Background: an optimization exercise with open tools, aiming at small area, a short achievable clock period and few clock cycles per item. Do not read the settings as production practice. RTL that was checked went through simulation tests only; none was proved equivalent to the original. Function not checked in runs 2 to 5: the RTL went through the layout flow alone.

## flow/design.v (module list and top-level ports; edited modules follow where they fit)
// module conv_fa: 10 lines
// module conv_ha: 9 lines
// module conv_stream_mac: 1838 lines
module conv_stream_mac
#(
    parameter int DATA_W = 8,
    parameter int KSIZE  = 4,
    parameter int OUT_W  = 16
) (
    input  logic                          clk,
    input  logic                          rst,
    input  logic                          k_valid,
    output logic                          k_ready,
    input  logic [DATA_W-1:0]             k_data,
    input  logic                          in_valid,
    output logic                          in_ready,
    input  logic [KSIZE*KSIZE*DATA_W-1:0] in_window,
    input  logic                          relu_en,
    output logic                          out_valid,
    input  logic                          out_ready,
    output logic [OUT_W-1:0]              out_data,
    output logic                          out_neg,
    output logic                          kernel_ok
);
  // ...
==> flow/run.sh <==
#!/bin/bash
# synth_recipe.tcl (not shown) runs the flow's synth.tcl, then flattens the netlist and writes it again
# the make line also repeats each setting of config.mk as NAME=value (left out here)
make -C /OpenROAD-flow-scripts/flow DESIGN_CONFIG=/design/flow/config.mk WORK_HOME=/design/flow/orfs CLKGATE_MAP_FILE= SYNTH_SCRIPT=/design/flow/synth_recipe.tcl finish
==> flow/config.mk <==
export PLATFORM = sky130hd
export DESIGN_NAME = conv_stream_mac
export DESIGN_NICKNAME = conv_stream_mac
export VERILOG_FILES = /design/flow/design.v
export SDC_FILE = /design/flow/constraint.sdc
export NUM_CORES = 4
export LEC_CHECK = 0
export ABC_AREA = 1
export CAP_MARGIN = 20
export CORE_MARGIN = 2
export CORE_UTILIZATION = 40
export SETUP_SLACK_MARGIN = 2.6
export SLEW_MARGIN = 20
export SYNTH_HIERARCHICAL = 1
==> flow/constraint.sdc <==
create_clock -name core_clock -period 5.5 [get_ports {clk}]
set_input_delay 1.1000 -clock core_clock [delete_from_list [all_inputs] [get_ports {clk}]]
set_output_delay 1.1000 -clock core_clock [all_outputs]
set_load 0.01 [all_outputs]
==> flow_summary_export.csv, run 1 <==
group,metric,value,unit
cells_and_area,clkbuf_count,109,
placement,preCtsSetupSlack,1.68,ns
synth,synthDistinctLibCells,35,
run_status,outcome,"no timing/DRC/antenna violations",
timing,fin_skew,0.0286,ns
cells_and_area,seq_area,0.0169,sq mm
critical_path,path_depth,6,
detailed_routing,wl_per_cell,25.0,um
min_path,min_from,"cs2[69]",
critical_path,critical_path.top_delay_family,"adder cells",
grt,grt_use_total,0.237,
timing,setup_viol,0,
synth,ys_top_cells_by_area,"fa_1 28%, edfxtp_1 21%, dfxtp_1 19%",
synth,ys.warnings.count,7,
die,core,0.100,sq mm
clock_tree,root_buffer,"clkbuf_16",
cells_and_area,fillers,9168,
timing,report.final.slew_viol_count,0,
cells_and_area,seq_cell_count,697,
grt,top_usage_layer,"met2",
detailed_routing,met2_length,59200,um
cells_and_area,clock_area_frac,0.0587,
synth,yosysTopAreaCellShare,0.276,
critical_path,critPathLaunchType,"input pin",
die,dieArea,0.104,sq mm
timing,holdWs,0.327,ns
synth,synth-compound-area-share,0.0947,
detailed_routing,first_pass_iters,7,
placement,dpl_cell_area,0.0437,sq mm
cells_and_area,multi_input_area_share,0.476,
clock_tree,cts_sinks,697,
cells_and_area,multiInputGateArea,0.0222,sq mm
cells_and_area,num_antenna_cells,1,
cells_and_area,buffers,171,
critical_path,cp_max_fo,5,
cells_and_area,final_common_cell,"fa_1",
Testbench counts, summed over its fixed seeds: cycles 7,632, items 7,200.
==> run 2, diff against run 1 <==
--- a/flow/design.v
+++ b/flow/design.v
@@ -62,17 +62,17 @@
     logic         full;
     logic         kpend;
     logic [287:0] cs1;
     logic [69:0] cs2;
     logic [32:0] cs3;
     logic [3:1] pv;
     assign deliver  = out_valid && out_ready;
     assign k_ready  = !kernel_ok || kpend;
-    assign in_ready = kernel_ok && !kpend && !full;
+    assign in_ready = kernel_ok && !kpend && (!full || out_ready);
     assign k_fire   = k_valid && k_ready;
     assign in_fire  = in_valid && in_ready;
     always_ff @(posedge clk or posedge rst) begin
         if (rst) begin
             kpend <= 1'b0;
         end else begin
             kpend <= k_valid && kernel_ok && !kpend;
         end
@@ -94,17 +94,17 @@
         end
     end
     always_ff @(posedge clk or posedge rst) begin
         if (rst) begin
             pending <= '0;
             full    <= 1'b0;
         end else if (in_fire != deliver) begin
             pending <= in_fire ? pending + 1'b1 : pending - 1'b1;
-            full    <= in_fire ? (pending == 3'd4) : 1'b0;
+            full    <= in_fire ? (pending == 3'd3) : 1'b0;
         end
     end
     always_ff @(posedge clk or posedge rst) begin
         if (rst) begin
             pv <= '0;
         end else begin
             pv <= {pv[2:1], in_fire};
         end
@@ -1831,43 +1831,39 @@
     logic [15:0] res;
     assign row_a = {1'b1, cs3[31], cs3[29], cs3[27], cs3[25], cs3[23], cs3[21], cs3[19], cs3[17], cs3[15], cs3[13], cs3[11], cs3[9], cs3[8], cs3[6], cs3[4], cs3[3], cs3[2], cs3[1], cs3[0]};
     assign row_b = {1'b0, cs3[32], cs3[30], cs3[28], cs3[26], cs3[24], cs3[22], cs3[20], cs3[18], cs3[16], cs3[14], cs3[12], cs3[10], 1'b0, cs3[7], cs3[5], 1'b0, 1'b0, 1'b0, 1'b0};
     assign sum   = row_a + row_b;
     assign neg   = sum[19];
     assign ovf   = !((&sum[19:15]) || !(|sum[19:15]));
     assign res   = (relu_en && neg) ? 16'h0000 :
                    ovf ? (neg ? 16'h8000 : 16'h7fff) : sum[15:0];
-    logic [4:0] qv;
+    logic [3:0] qv;
     logic [16:0] q1;
     logic [16:0] q2;
     logic [16:0] q3;
-    logic [16:0] q4;
     assign out_valid = qv[0];
     always_ff @(posedge clk or posedge rst) begin
         if (rst) begin
             qv <= '0;
         end else if (deliver) begin
-            qv <= {1'b0, qv[4:1]} | ({qv[4:1], 1'b1} & ~{1'b1, qv[4:1]} & {5{pv[3]}});
+            qv <= {1'b0, qv[3:1]} | ({qv[3:1], 1'b1} & ~{1'b1, qv[3:1]} & {4{pv[3]}});
         end else begin
-            qv <= qv | ({qv[3:0], 1'b1} & ~qv & {5{pv[3]}});
+            qv <= qv | ({qv[2:0], 1'b1} & ~qv & {4{pv[3]}});
         end
     end
     always_ff @(posedge clk) begin
         if (deliver) begin
             if (qv[1]) {out_neg, out_data} <= q1;
             else if (qv[0] && pv[3]) {out_neg, out_data} <= {neg, res};
             if (qv[2]) q1 <= q2;
             else if (qv[1] && pv[3]) q1 <= {neg, res};
             if (qv[3]) q2 <= q3;
             else if (qv[2] && pv[3]) q2 <= {neg, res};
-            if (qv[4]) q3 <= q4;
-            else if (qv[3] && pv[3]) q3 <= {neg, res};
-            if (qv[4] && pv[3]) q4 <= {neg, res};
+            if (qv[3] && pv[3]) q3 <= {neg, res};
         end else begin
             if (!qv[0] && 1'b1 && pv[3]) {out_neg, out_data} <= {neg, res};
             if (!qv[1] && qv[0] && pv[3]) q1 <= {neg, res};
             if (!qv[2] && qv[1] && pv[3]) q2 <= {neg, res};
             if (!qv[3] && qv[2] && pv[3]) q3 <= {neg, res};
-            if (!qv[4] && qv[3] && pv[3]) q4 <= {neg, res};
         end
     end
 endmodule
==> flow/flow/run.sh (new file) <==
#!/bin/bash
# Standard layout, but the port buffers are buf_2 cells instead of the
# default choice (a slow delay buffer), so inputs and outputs are not slowed.
set -euo pipefail
export BUFFER_PORTS_ARGS="-buffer_cell sky130_fd_sc_hd__buf_2"
bash standard.sh > standard_flow.log 2>&1
==> flow/standard.sh (new file) <==
#!/bin/bash
# synth_recipe.tcl (not shown) runs the flow's synth.tcl, then flattens the netlist and writes it again
# the make line also repeats each setting of config.mk as NAME=value (left out here)
make -C /OpenROAD-flow-scripts/flow DESIGN_CONFIG=/design/flow/config.mk WORK_HOME=/design/flow/orfs CLKGATE_MAP_FILE= SYNTH_SCRIPT=/design/flow/synth_recipe.tcl "${@:-finish}"
==> flow/config.mk (replaced) <==
export PLATFORM = sky130hd
export DESIGN_NAME = conv_stream_mac
export DESIGN_NICKNAME = conv_stream_mac
export VERILOG_FILES = /design/flow/design.v
export SDC_FILE = /design/flow/constraint.sdc
export NUM_CORES = 4
export LEC_CHECK = 0
export ABC_AREA = 1
export CAP_MARGIN = 20
export CORE_MARGIN = 2
export CORE_UTILIZATION = 60
export SETUP_SLACK_MARGIN = 2.9
export SLEW_MARGIN = 20
export SYNTH_HIERARCHICAL = 1
removed: flow/run.sh
==> flow_summary_export.csv, run 2 <==
group,metric,value,unit
flow_run,maxCapViolCount,0,
cells_and_area,drive_gt1_frac,0.217,
die,rows,94,
cells_and_area,largest-register,"cs1",
clock_tree,root_buffer,"clkbuf_16",
timing,setup_viol,0,
timing,tightest_slew,1.06,ns
critical_path,crit_arrival,3.10,ns
timing,slew_headroom,0.294,
cells_and_area,most-common-layout-cells,"546 x fa_1, 523 x xor2_1, 352 x dfxtp_1",
cells_and_area,largest_reg_flops,288,
detailed_routing,first_pass_iters,6,
timing,tns,0,ns
synth,syn_inst,3219,
die,io-pin-count,163,
min_path,hp-class,"flip-flop to flip-flop",
detailed_routing,ant_nets,0,
clock_tree,clk_pin_slew,0.07,ns
critical_path,cp_data_required_time,5.98,ns
synth,syn_area_per_cell,12.4,sq um
clock_tree,postCtsHoldBufs,0,
synth,syn_area,0.0398,sq mm
cells_and_area,final_nets,4154,
critical_path,cp_cell_sequence,"fa_2 > fa_1 > fa_1 > fa_1",
synth,async_flop_share,0.0250,
detailed_routing,vias,26704,
synth,synth_edf_count,271,
synth,yosysTopAreaCellShare,0.282,
grt,antenna_found_initial,1,
grt,grt_overflow,0,
synth,synth_most_common_cell,"fa_1",
synth,synth-simple-area-share,0.0350,
clock_tree,cts_buffers,75,
detailed_routing,wl_per_cell,28.9,um
detailed_routing,drc_errors,0,
clock_tree,cts_sinks,679,
cells_and_area,fillers,4481,
cells_and_area,final_common_cell,"fa_1",
grt,grt_use_total,0.373,
synth,ys_top_cells_by_area,"fa_1 28%, edfxtp_1 20%, dfxtp_1 20%",
detailed_routing,routed_wirelength,126000,um
synth,synth-compound-area-share,0.0878,
placement,port_buffers,162,
critical_path,timing.critical_path.mode_cell,"fa_1",
die,die_w,261,um
die,dieHeight,261,um
grt,grt_pass1_wl,183000,um
critical_path,crit_slowest_cell,"fa_1",
synth,ys.flop_type,"dfxtp_1",
die,initial_core_util,0.606,
timing,min_period,2.61,ns
die,core,0.0656,sq mm
critical_path,end_kind,"flip-flop",
cells_and_area,top_regs,"cs1 x288, kern x192, cs2 x70",
grt,grt_pass1_vias,27429,
die,dieArea,0.0683,sq mm
synth,synth_top_family_by_area,"adder cells",
synth,synthDistinctLibCells,31,
cells_and_area,num_antenna_cells,0,
grt,grt_start_max_net_pins,92,
placement,dp.cells,4176,
critical_path,max_stage_delay,0.63,ns
cells_and_area,syn_to_final_growth,16.3,%
critical_path,cp_max_fo,1,
synth,synth_top_area_cell,"fa_1",
critical_path,critPathLaunchType,"flip-flop",
detailed_routing,viasPerCell,6.14,
clock_tree,htree_num_levels,3,
timing,clock.fmax,382,MHz
clock_tree,clockBufferDepth,3,
timing,finalHoldViolations,0,
synth,ys_top_cells_by_count,"560 x fa_1, 528 x xor2_1, 449 x o22ai_1",
cells_and_area,stdcell_count,4351,
placement,post-dp-hpwl,98400,um
synth,synth-adder-area-share,0.290,
synth,muxShareOfSynthArea,0.00142,
run_status,outcome,"no timing/DRC/antenna violations",
critical_path,path_class,"flip-flop to flip-flop",
synth,yosys_register_bits,679,
timing,fin_skew,0.0244,ns
timing,rsz0062_at_grt,"true",
timing,report.final.slew_viol_count,0,
detailed_routing,dr.first_iter.drc_count,3057,
timing,fin_crit_sh,0.475,
synth,ys.warnings.count,7,
placement,routabilityCongestion,1.00,
synth,yosysSeqAreaShare,0.412,
clock_tree,worstSkewPairLatency,0.63,ns
synth,synth_xor_area_frac,0.132,
clock_tree,cts_tree,"done",
-- run 2: changes by cell type in the layout (fill, tap and decap cells not counted), sizes merged, moves of 17 or more --
cell	previous run	this run
nand3	18	37
clkdlybuf4s50	159	0
clkinvlp	3	87
buf	9	200
nor2	103	69
inv	358	288
edfxtp	288	271
a21oi	88	51
-- run 2: through the flow --
| step | setup WS [ns] | area [sq um] | util | hold WS, ns |
|---|---|---|---|---|
| floorplan | 0.899 | 41300 | - | 0.310 |
| global placement | 2.21 | 43000 | 0.655 | 0.320 |
| detailed placement | 2.17 | 43000 | 0.655 | 0.333 |
| CTS | 2.90 | 45800 | 0.698 | 0.350 |
| global route | 2.78 | 46300 | 0.705 | 0.350 |
| finish | 2.89 | 46300 | 0.705 | 0.351 |
-- run 2: area by class of cell --
type | count | area (sq um) | share of cell area
Tap cell | 864 | 1080 | 0.0234
Inverter | 359 | 1670 | 0.0360
Clock buffer | 97 | 2160 | 0.0466
Multi-Input combinational cell | 2109 | 23300 | 0.504
Sequential cell | 679 | 16500 | 0.356
Timing Repair Buffer | 201 | 1200 | 0.0259
Clock inverter | 42 | 407 | 0.00879
-- run 2: modules after synthesis, one instance, submodules excluded --
| module | cells inside | cell area (sq um) | times used | flip-flops and latches |
|---|---|---|---|---|
| conv_stream_mac | 2655 | 28500 | 1 | 679 |
| conv_ha | 1 | 12.5 | 6 | 0 |
| conv_fa | 1 | 20.0 | 558 | 0 |
-- run 2: final timing paths --
kind	from	end	slack, ns	cells after the start
max	cs1[198]	cs2[34]	2.89	4
min	cs2[2]	cs3[2]	0.35	0
max reg2reg	cs1[198]	cs2[34]	2.89	4
min reg2reg	cs2[2]	cs3[2]	0.35	0
max in group asynchronous	rst	qv[1]	4.52	2
min in group asynchronous	rst	kpend	0.56	2
-- run 2: worst max-delay path, delay by kind of cell (launching register included) --
| family | cells | cell delay (ns) |
|---|---|---|
| adders and majority gates | 4 | 2.07 |
| DFF | 1 | 0.40 |
-- run 2: cells by family (layout without fill, tap and decap cells) --
kind of cell / count (synthesis) / count (layout)
AND/OR/NAND/NOR: 335 / 335
AO/OA/AOI/OAI: 579 / 580
XOR/XNOR: 598 / 598
adder cells (fa/ha/maj): 587 / 587
flip-flops: 679 / 679
multiplexers: 5 / 5
buffers and inverters: 435 / 699
other: 1 / 4
-- run 2: timing repair --
action	4_1_cts	5_1_grt
cloned	1	1
gates resized for setup	45	78
buffers inserted	13	21
endpoints found under the hold margin	0	0
pin swaps	16	42
setup endpoints to repair	85	79
-- run 2: routing by layer --
metal  track usage  part of all wire  up-vias
met5             0           0.00010        -
met4         0.146             0.044        2
li1              -                 -    11151
met2         0.588              0.47     1493
met3        0.0641             0.085      268
met1         0.523              0.40    13790
==> run 3, diff against run 2 <==
==> flow/flow/run.sh (replaced) <==
#!/bin/bash
# Standard layout with two changes: the port buffers are buf_2 cells instead
# of the default choice (a slow delay buffer), and clock tree synthesis builds
# the tree from clkbuf_8 cells without dummy loads.
set -euo pipefail
export BUFFER_PORTS_ARGS="-buffer_cell sky130_fd_sc_hd__buf_2"
export CTS_ARGS="-sink_clustering_enable -repair_clock_nets -dont_use_dummy_load -buf_list sky130_fd_sc_hd__clkbuf_8"
bash standard.sh > standard_flow.log 2>&1
==> flow_summary_export.csv, run 3 <==
group,metric,value,unit
synth,yosysTopAreaCellShare,0.282,
grt,grt_pass1_vias,27348,
die,core,0.0656,sq mm
critical_path,cp_data_required_time,4.40,ns
timing,holdWs,0.340,ns
timing,tightest_slew,1.04,ns
run_status,outcome,"no timing/DRC/antenna violations",
cells_and_area,largest-register,"cs1",
clock_tree,htree_num_levels,3,
timing,slew_headroom,0.304,
clock_tree,clk_pin_slew,0.06,ns
timing,clock.fmax,377,MHz
grt,grt_start_max_net_pins,92,
placement,dp.cells,4176,
clock_tree,cts_buffers,110,
synth,synth_edf_count,271,
critical_path,cp_max_fo,5,
timing,setup_viol,0,
synth,synth_top_area_cell,"fa_1",
detailed_routing,routed_wirelength,124000,um
cells_and_area,largest_reg_flops,288,
timing,finalHoldViolations,0,
timing,rsz0062_at_grt,"true",
critical_path,r2r_start,"cs1[208]",
grt,grt_pass1_wl,181000,um
die,initial_core_util,0.606,
synth,syn_area,0.0398,sq mm
grt,antenna_found_initial,4,
clock_tree,cts_sinks,679,
synth,yosysSeqAreaShare,0.412,
critical_path,worstSetupStartpoint,"out_ready",
critical_path,path_class,"input pin to output pin",
synth,synth-adder-area-share,0.290,
critical_path,crit_buf_inv,3,
timing,fin_skew,0.0650,ns
critical_path,path_depth,4,
critical_path,cp-endpoint,"in_ready",
cells_and_area,seq_area,0.0164,sq mm
cells_and_area,stdcell_count,4321,
critical_path,cp_cell_sequence,"buf_4 > inv_2 > a21oi_4 > buf_6",
die,die_w,261,um
detailed_routing,first_pass_iters,7,
placement,post-dp-hpwl,98400,um
critical_path,critPathLaunchType,"input pin",
synth,synth-simple-area-share,0.0350,
flow_run,maxCapViolCount,0,
synth,yosys_register_bits,679,
cells_and_area,most-common-layout-cells,"549 x fa_1, 528 x xor2_1, 356 x dfxtp_1",
cells_and_area,final_common_cell,"fa_1",
clock_tree,root_buffer,"clkbuf_8",
cells_and_area,drive_gt1_frac,0.208,
cells_and_area,top_regs,"cs1 x288, kern x192, cs2 x70",
timing,tns,0,ns
cells_and_area,fillers,4668,
cells_and_area,syn_to_final_growth,13.5,%
clock_tree,clockBufferDepth,3,
critical_path,r2r_slack,2.86,ns
critical_path,critical_path.top_delay_family,"buffers and inverters",
synth,synth-compound-area-share,0.0878,
min_path,hp-class,"flip-flop to flip-flop",
critical_path,crit_slowest_cell,"a21oi_4",
timing,min_period,2.66,ns
timing,report.final.slew_viol_count,0,
grt,grt_use_total,0.370,
cells_and_area,multiInputGateArea,0.0232,sq mm
critical_path,end_kind,"output pin",
critical_path,reg2regPathDepth,4,
synth,synth_most_common_cell,"fa_1",
synth,syn_area_per_cell,12.4,sq um
synth,synth_xor_area_frac,0.132,
detailed_routing,viasPerCell,6.11,
die,dieHeight,261,um
synth,async_flop_share,0.0250,
die,dieArea,0.0683,sq mm
synth,ys.flop_type,"dfxtp_1",
synth,syn_inst,3219,
die,rows,94,
critical_path,max_stage_delay,0.15,ns
placement,port_buffers,162,
placement,routabilityCongestion,1.00,
timing,fin_crit_sh,0.483,
detailed_routing,drc_errors,0,
synth,ys_top_cells_by_count,"560 x fa_1, 528 x xor2_1, 449 x o22ai_1",
die,io-pin-count,163,
synth,synth_top_family_by_area,"adder cells",
cells_and_area,final_nets,4186,
critical_path,worstReg2RegEnd,"cs2[34]",
synth,muxShareOfSynthArea,0.00142,
detailed_routing,dr.first_iter.drc_count,3382,
cells_and_area,fin_util,0.687,
detailed_routing,vias,26412,
detailed_routing,wl_per_cell,28.7,um
synth,ys.warnings.count,7,
synth,synthDistinctLibCells,31,
clock_tree,cts_tree,"done",
critical_path,crit_arrival,1.56,ns
grt,grt_overflow,0,
clock_tree,worstSkewPairLatency,0.73,ns
detailed_routing,ant_nets,0,
synth,ys_top_cells_by_area,"fa_1 28%, edfxtp_1 20%, dfxtp_1 20%",
==> run 3: cell counts after synthesis <==
No cell type changed its count.
==> run 3: Yosys stat by module, one instance, submodules excluded <==
module | flops+latches | cell area (sq um) | copies in the design | cells inside
conv_ha | 0 | 12.5 | 6 | 1
conv_fa | 0 | 20.0 | 558 | 1
conv_stream_mac | 679 | 28500 | 1 | 2655
==> run 3: area by class of cell <==
type / instances / area share
well taps: 864 / 0.0240
repair buffers: 198 / 0.0258
inverters: 359 / 0.0369
flip-flops and latches: 679 / 0.365
clock buffers: 110 / 0.0336
diodes: 2 / 0.000111
multi-input cells: 2109 / 0.515
==> run 3: how the worst min path moves through the flow <==
stage | startpoint | to | slack, ns | depth (start not counted)
6_report | cs2[69] | cs3[31] | 0.34 | 0
5_1_grt | cs2[69] | cs3[31] | 0.35 | 0
4_1_cts | cs2[69] | cs3[31] | 0.35 | 0
3_5_place_dp | cs2[69] | cs3[31] | 0.33 | 0
3_3_place_gp | cs2[69] | cs3[31] | 0.32 | 0
2_1_floorplan | cs2[0] | cs3[0] | 0.31 | 0
==> run 3: worst register-to-register path: stages (launching register included) <==
cell,delay [ns]
dfxtp_2,0.35
fa_1,0.62
fa_1,0.46
fa_1,0.60
fa_1,0.43
==> run 3: per-layer routing <==
| metal | track usage | share of wire | up-vias |
|---|---|---|---|
| li1 | - | - | 11127 |
| met1 | 0.518 | 0.40 | 13557 |
| met4 | 0.140 | 0.040 | 6 |
| met3 | 0.0646 | 0.086 | 244 |
| met2 | 0.586 | 0.47 | 1478 |
| met5 | 0 | 0.00026 | - |
==> run 3: logic make-up after synthesis <==
family / after synthesis
compound gates: 579
xor+xnor: 598
fa+ha+maj: 587
buf+inv: 435
flops: 679
mux: 5
other cells: 1
simple gates: 335
==> run 3: repair_timing <==
item                       in CTS  in global routing
hold buffers                    0                  0
gates resized for setup        38                 68
cloned                          1                  1
hold endpoints to repair        0                  0
setup endpoints to repair      81                 70
pin swaps                      12                 32
buffers inserted               16                 15
==> run 3: through the flow <==
step / setup WS [ns] / cell area, sq um
after floorplan: 0.899 / 41300
after global placement: 2.21 / 43000
after detailed placement: 2.17 / 43000
after CTS: 2.86 / 44700
after global routing: 2.80 / 45100
final: 2.84 / 45100
==> run 4, diff against run 3 <==
--- a/flow/config.mk
+++ b/flow/config.mk
@@ -8,2 +8,3 @@
 export ABC_AREA = 1
+export ABC_CLOCK_PERIOD_IN_PS = 2600
 export CAP_MARGIN = 20
==> flow_summary_export.csv, run 4 <==
group,metric,value,unit
critical_path,critPathLaunchType,"input pin",
timing,finalHoldViolations,0,
critical_path,r2r_slack,2.86,ns
detailed_routing,dr.first_iter.drc_count,3382,
detailed_routing,routed_wirelength,124000,um
timing,clock.fmax,377,MHz
clock_tree,cts_tree,"done",
detailed_routing,vias,26412,
placement,dpl_cell_area,0.0430,sq mm
critical_path,crit_arrival,1.56,ns
critical_path,reg2regPathDepth,4,
detailed_routing,viasPerCell,6.11,
min_path,whs_path_depth,0,
synth,yosysTopAreaCellShare,0.282,
die,dieArea,0.0683,sq mm
grt,grt_start_max_net_pins,92,
critical_path,r2r_start,"cs1[208]",
cells_and_area,largest-register,"cs1",
synth,yosys_register_bits,679,
grt,grt_use_total,0.370,
synth,syn_area,0.0398,sq mm
cells_and_area,syn_to_final_growth,13.5,%
die,rows,94,
cells_and_area,drive_gt1_frac,0.208,
placement,routabilityCongestion,1.00,
die,die_w,261,um
synth,ys_top_cells_by_count,"560 x fa_1, 528 x xor2_1, 449 x o22ai_1",
synth,syn_area_per_cell,12.4,sq um
cells_and_area,final_nets,4186,
timing,fin_skew,0.0650,ns
clock_tree,cts_buffers,110,
placement,post-dp-hpwl,98400,um
cells_and_area,final_common_cell,"fa_1",
critical_path,cp_data_required_time,4.40,ns
detailed_routing,ant_nets,0,
synth,ys.flop_type,"dfxtp_1",
timing,slew_headroom,0.304,
die,initial_core_util,0.606,
synth,synthDistinctLibCells,31,
critical_path,worstReg2RegEnd,"cs2[34]",
timing,tightest_slew,1.04,ns
clock_tree,clk_pin_slew,0.06,ns
synth,syn_inst,3219,
grt,grt_overflow,0,
timing,rsz0062_at_grt,"true",
run_status,outcome,"no timing/DRC/antenna violations",
cells_and_area,largest_reg_flops,288,
timing,tns,0,ns
min_path,min_from,"cs2[69]",
synth,ys_top_cells_by_area,"fa_1 28%, edfxtp_1 20%, dfxtp_1 20%",
flow_run,maxCapViolCount,0,
placement,port_buffers,162,
die,dieHeight,261,um
cells_and_area,stdcell_area,0.0451,sq mm
detailed_routing,first_pass_iters,7,
timing,report.final.slew_viol_count,0,
timing,min_period,2.66,ns
critical_path,path_class,"input pin to output pin",
cells_and_area,fillers,4668,
timing,setup_viol,0,
synth,yosysSeqAreaShare,0.412,
grt,grt_pass1_wl,181000,um
synth,ys.warnings.count,7,
critical_path,cp_max_fo,5,
die,core,0.0656,sq mm
min_path,hold_path_end,"cs3[31]",
clock_tree,cts_sinks,679,
detailed_routing,wl_per_cell,28.7,um
critical_path,end_kind,"output pin",
synth,async_flop_share,0.0250,
die,io-pin-count,163,
detailed_routing,drc_errors,0,
clock_tree,root_buffer,"clkbuf_8",
synth,synth_edf_count,271,
synth,synth_top_area_cell,"fa_1",
cells_and_area,most-common-layout-cells,"549 x fa_1, 528 x xor2_1, 356 x dfxtp_1",
min_path,hp-class,"flip-flop to flip-flop",
clock_tree,clockBufferDepth,3,
grt,antenna_found_initial,4,
timing,fin_crit_sh,0.483,
clock_tree,postCtsHoldBufs,0,
clock_tree,worstSkewPairLatency,0.73,ns
grt,grt_pass1_vias,27348,
cells_and_area,top_regs,"cs1 x288, kern x192, cs2 x70",
clock_tree,htree_num_levels,3,
synth,synth_most_common_cell,"fa_1",
run 4: cell counts after synthesis:
Identical to the previous run, type by type.
run 4: how the worst max path moves through the flow:
stage	from	endpoint	slack (ns)	cells after the start
after floorplan	k_valid	kern[0]	0.90	2
after global placement	in_window[9]	cs1[3]	2.21	6
after detailed placement	cs3[4]	out_data[6]	2.17	13
after CTS	kpend	in_ready	2.86	4
after global routing	cnt[0]	kneg[10]	2.80	15
final	out_ready	in_ready	2.84	4
run 4: logic make-up after synthesis:
group                    after synthesis  synth area share
flip-flops                           679             0.412
XOR/XNOR                             598             0.132
adder cells (fa/ha/maj)              587             0.290
AO/OA/AOI/OAI                        579            0.0878
buffers and inverters                435            0.0412
AND/OR/NAND/NOR                      335            0.0350
multiplexers                           5           0.00142
other                                  1         0.0000943
run 4: critical path, stage by stage:
cell and delay [ns]:
buf_4 0.11, inv_2 0.06, a21oi_4 0.15, buf_6 0.13
run 4: cell type report:
type / count / area, sq um / share of cell area
antenna: 2 / 5.00 / 0.000111
clock buffer: 110 / 1510 / 0.0336
inverter: 359 / 1660 / 0.0369
multi-input combinational: 2109 / 23200 / 0.515
sequential: 679 / 16400 / 0.365
tap: 864 / 1080 / 0.0240
timing repair buffer: 198 / 1160 / 0.0258
run 4: layer usage:
metal | part of all wire | wire [um] | GRT usage
met1 | 0.40 | 49500 | 0.518
met2 | 0.47 | 58900 | 0.586
met3 | 0.086 | 10700 | 0.0646
met5 | 0.00026 | 32 | 0
met4 | 0.040 | 4990 | 0.140
run 4: modules after synthesis (local to each module, per instance):
| module | cell area (sq um) | flops+latches |
|---|---|---|
| conv_stream_mac | 28500 | 679 |
| conv_ha | 12.5 | 0 |
| conv_fa | 20.0 | 0 |
run 4: through the flow:
step	hold slack, ns	util	cells	setup slack [ns]
3_5_place_dp	0.333	0.655	4176	2.17
4_1_cts	0.346	0.682	4303	2.86
5_1_grt	0.347	0.687	4320	2.80
6_report	0.340	0.687	4321	2.84
2_1_floorplan	0.310	-	3222	0.899
3_3_place_gp	0.320	0.655	4176	2.21
run 4: timing repair:
item / CTS / global route
gates resized for setup: 38 / 68
buffers inserted: 16 / 15
gates cloned: 1 / 1
pin swaps: 12 / 32
setup endpoints to repair: 81 / 70
==> run 5, diff against run 4 <==
==> flow/flow/run.sh (replaced) <==
#!/bin/bash
# Standard layout with two changes: the port buffers are buf_2 cells instead
# of the default choice (a slow delay buffer), and clock tree synthesis builds
# the tree from clkbuf_4 cells without dummy loads.
set -euo pipefail
export BUFFER_PORTS_ARGS="-buffer_cell sky130_fd_sc_hd__buf_2"
export CTS_ARGS="-sink_clustering_enable -repair_clock_nets -dont_use_dummy_load -buf_list sky130_fd_sc_hd__clkbuf_4"
bash standard.sh > standard_flow.log 2>&1
--- a/flow/config.mk
+++ b/flow/config.mk
@@ -8,3 +8,2 @@
 export ABC_AREA = 1
-export ABC_CLOCK_PERIOD_IN_PS = 2600
 export CAP_MARGIN = 20
==> flow_summary_export.csv, run 5 <==
group,metric,value,unit
grt,antenna_found_initial,5,
detailed_routing,vias,26878,
synth,synth_top_area_cell,"fa_1",
synth,ys_top_cells_by_count,"560 x fa_1, 528 x xor2_1, 449 x o22ai_1",
clock_tree,clk_pin_slew,0.08,ns
detailed_routing,dr.first_iter.drc_count,2999,
die,core,0.0656,sq mm
critical_path,end_kind,"output pin",
detailed_routing,drc_errors,0,
grt,grt_overflow,0,
die,initial_core_util,0.606,
synth,syn_area,0.0398,sq mm
placement,routabilityCongestion,1.00,
die,rows,94,
detailed_routing,ant_nets,0,
detailed_routing,wl_per_cell,28.4,um
timing,tns,0,ns
synth,yosysSeqAreaShare,0.412,
timing,fin_skew,0.120,ns
synth,ys.warnings.count,7,
synth,synth_top_family_by_area,"adder cells",
grt,grt_pass1_vias,27848,
critical_path,crit_arrival,1.88,ns
timing,rsz0062_at_grt,"true",
synth,synth-compound-area-share,0.0878,
synth,synth_most_common_cell,"fa_1",
critical_path,max_stage_delay,0.39,ns
synth,ys.flop_type,"dfxtp_1",
synth,muxShareOfSynthArea,0.00142,
timing,tightest_slew,0.997,ns
cells_and_area,fillers,4707,
min_path,hp-class,"input pin to async pin",
die,dieHeight,261,um
cells_and_area,fin_util,0.685,
die,io-pin-count,163,
cells_and_area,most-common-layout-cells,"542 x fa_1, 528 x xor2_1, 355 x dfxtp_1",
synth,synth-simple-area-share,0.0350,
cells_and_area,final_nets,4255,
critical_path,worstSetupStartpoint,"kpend",
timing,slew_headroom,0.335,
synth,synth_edf_count,271,
synth,syn_area_per_cell,12.4,sq um
synth,synthDistinctLibCells,31,
synth,syn_inst,3219,
timing,report.final.slew_viol_count,0,
detailed_routing,first_pass_iters,6,
critical_path,path_class,"flip-flop to output pin",
die,dieArea,0.0683,sq mm
critical_path,cp_max_fo,3,
synth,synth-adder-area-share,0.290,
placement,port_buffers,162,
grt,grt_use_total,0.372,
detailed_routing,routed_wirelength,125000,um
flow_run,maxCapViolCount,0,
cells_and_area,top_regs,"cs1 x288, kern x192, cs2 x70",
cells_and_area,syn_to_final_growth,13.0,%
critical_path,r2r_start,"cs1[198]",
grt,grt_pass1_wl,181000,um
synth,ys_top_cells_by_area,"fa_1 28%, edfxtp_1 20%, dfxtp_1 20%",
timing,finalHoldViolations,0,
clock_tree,worstSkewPairLatency,1.08,ns
detailed_routing,viasPerCell,6.12,
critical_path,crit_slowest_cell,"dfrtp_1",
synth,yosys_register_bits,679,
clock_tree,clockBufferDepth,3,
synth,synth_xor_area_frac,0.132,
timing,fin_crit_sh,0.542,
placement,post-dp-hpwl,98400,um
timing,setup_viol,0,
clock_tree,cts_buffers,179,
cells_and_area,largest_reg_flops,288,
timing,clock.fmax,335,MHz
timing,min_period,2.98,ns
critical_path,cp_data_required_time,4.40,ns
synth,yosysTopAreaCellShare,0.282,
clock_tree,cts_sinks,679,
critical_path,crit_buf_inv,2,
critical_path,cp_cell_sequence,"inv_2 > nand2_4 > a21oi_4 > buf_6",
synth,async_flop_share,0.0250,
cells_and_area,largest-register,"cs1",
cells_and_area,final_common_cell,"fa_1",
clock_tree,cts_tree,"done",
grt,grt_start_max_net_pins,92,
run_status,outcome,"no timing/DRC/antenna violations",
critical_path,critical_path.top_delay_family,"flip-flops",
clock_tree,htree_num_levels,4,
critical_path,critPathLaunchType,"flip-flop",
cells_and_area,drive_gt1_frac,0.224,
clock_tree,root_buffer,"clkbuf_4",
die,die_w,261,um
## run 5: cell count changes in the layout (fill, tap and decap cells not counted), moves of 2 or more
cell	previous run	this run
clkbuf_4	0	179
inv_2	9	7
nand2_2	19	15
a21oi_2	9	5
dfxtp_4	4	7
clkbuf_8	110	0
dfxtp_2	31	29
diode_2	2	6
nand2_1	184	188
fa_2	11	18
fa_1	549	542
a21oi_1	40	44
## run 5: per-stage QoR
| stage | std cells | hold slack (ns) | area (sq um) | setup WS (ns) |
|---|---|---|---|---|
| after floorplan | 3222 | 0.310 | 41300 | 0.899 |
| after CTS | 4377 | 0.0613 | 44600 | 2.51 |
| after detailed placement | 4176 | 0.333 | 43000 | 2.17 |
| after global routing | 4392 | 0.0989 | 44900 | 2.42 |
| after global placement | 4176 | 0.320 | 43000 | 2.21 |
| final | 4394 | 0.0755 | 44900 | 2.52 |
## run 5: logic make-up (layout without fill, tap and decap cells)
| kind of cell | count (synthesis) | after routing |
|---|---|---|
| and+or+nand+nor | 335 | 335 |
| other | 1 | 10 |
| DFF | 679 | 679 |
| xor gates and xnor gates | 598 | 598 |
| AOI/OAI and AO/OA | 579 | 580 |
| muxes | 5 | 5 |
| adders and majority gates | 587 | 587 |
| buffers and inverters | 435 | 736 |
## run 5: cell type report
| class | count | area, sq um | share of cell area |
|---|---|---|---|
| Multi-Input combinational cell | 2109 | 23200 | 0.517 |
| Clock buffer | 179 | 1340 | 0.0299 |
| Tap cell | 864 | 1080 | 0.0241 |
| Sequential cell | 679 | 16500 | 0.366 |
| Timing Repair Buffer | 198 | 1160 | 0.0258 |
| Inverter | 359 | 1670 | 0.0371 |
| Antenna cell | 6 | 15.0 | 0.000334 |
## run 5: worst paths after layout
kind	endpoint	slack [ns]	cells after the start
max in group asynchronous	cnt[2]	4.94	2
worst min register to register	cs3[31]	0.29	0
worst min-delay path	pv[3]	0.08	2
worst max register to register	cs2[34]	2.89	4
min in group core_clock	kern[180]	0.22	1
worst max-delay path	in_ready	2.52	4
## run 5: layer usage
metal,global-route usage,vias up,share of wire
met4,0.144,4,0.042
met2,0.582,1536,0.47
met3,0.0963,267,0.089
met1,0.503,13755,0.40
li1,-,11316,-
met5,0,-,0.00015
## run 5: per-module statistics from Yosys (local to each module, per instance)
module / copies in the design / flip-flops and latches / cells inside
conv_stream_mac: 1 / 679 / 2655
conv_ha: 6 / 0 / 1
conv_fa: 558 / 0 / 1
## run 5: repair_timing
action | in CTS | in global routing
hold endpoints to repair | 0 | 0
endpoints found under the setup margin | 101 | 95
resized for setup | 42 | 66
cloned | 1 | 1
pin swaps | 19 | 40
buffers inserted | 21 | 10
hold buffers | 0 | 0

[re-timing with driven ports]
The results above use ideal ports. As a check the final layouts listed here were re-extracted and re-timed, cells and wires unchanged. Step 1, drivers: a clkbuf_16 drives clk and a buf_2 each remaining input, both assumed. Step 2 adds t to the input delays and takes it off the output delays; t is the mean of the earliest and latest rising clock arrival at the registers after step 1. Input paths then give back, and output paths get back, about the clock's delay inside the block. Three values: no drivers, after step 1, after step 2; two values: the first two.
run	shift t [ns]	slack for setup (ns)	worst setup path at the end	slew at the worst register clock pin (ns)
run 1	0.712	2.617 / 2.621 / 1.914	input to register	0.07 / 0.07
run 2	0.686	2.885 / 2.833 / 2.238	input to register	0.07 / 0.07
run 3	0.769	2.844 / 2.797 / 2.215	input to register	0.07 / 0.07
run 4	0.769	2.844 / 2.797 / 2.215	input to register	0.07 / 0.07
run 5	1.097	2.516 / 2.451 / 2.130	input to register	0.08 / 0.08
After both steps every run listed still meets setup and hold. For run 1, which loses most, drivers alone change the setup slack by +0.004 ns; drivers and shift together by -0.703 ns.
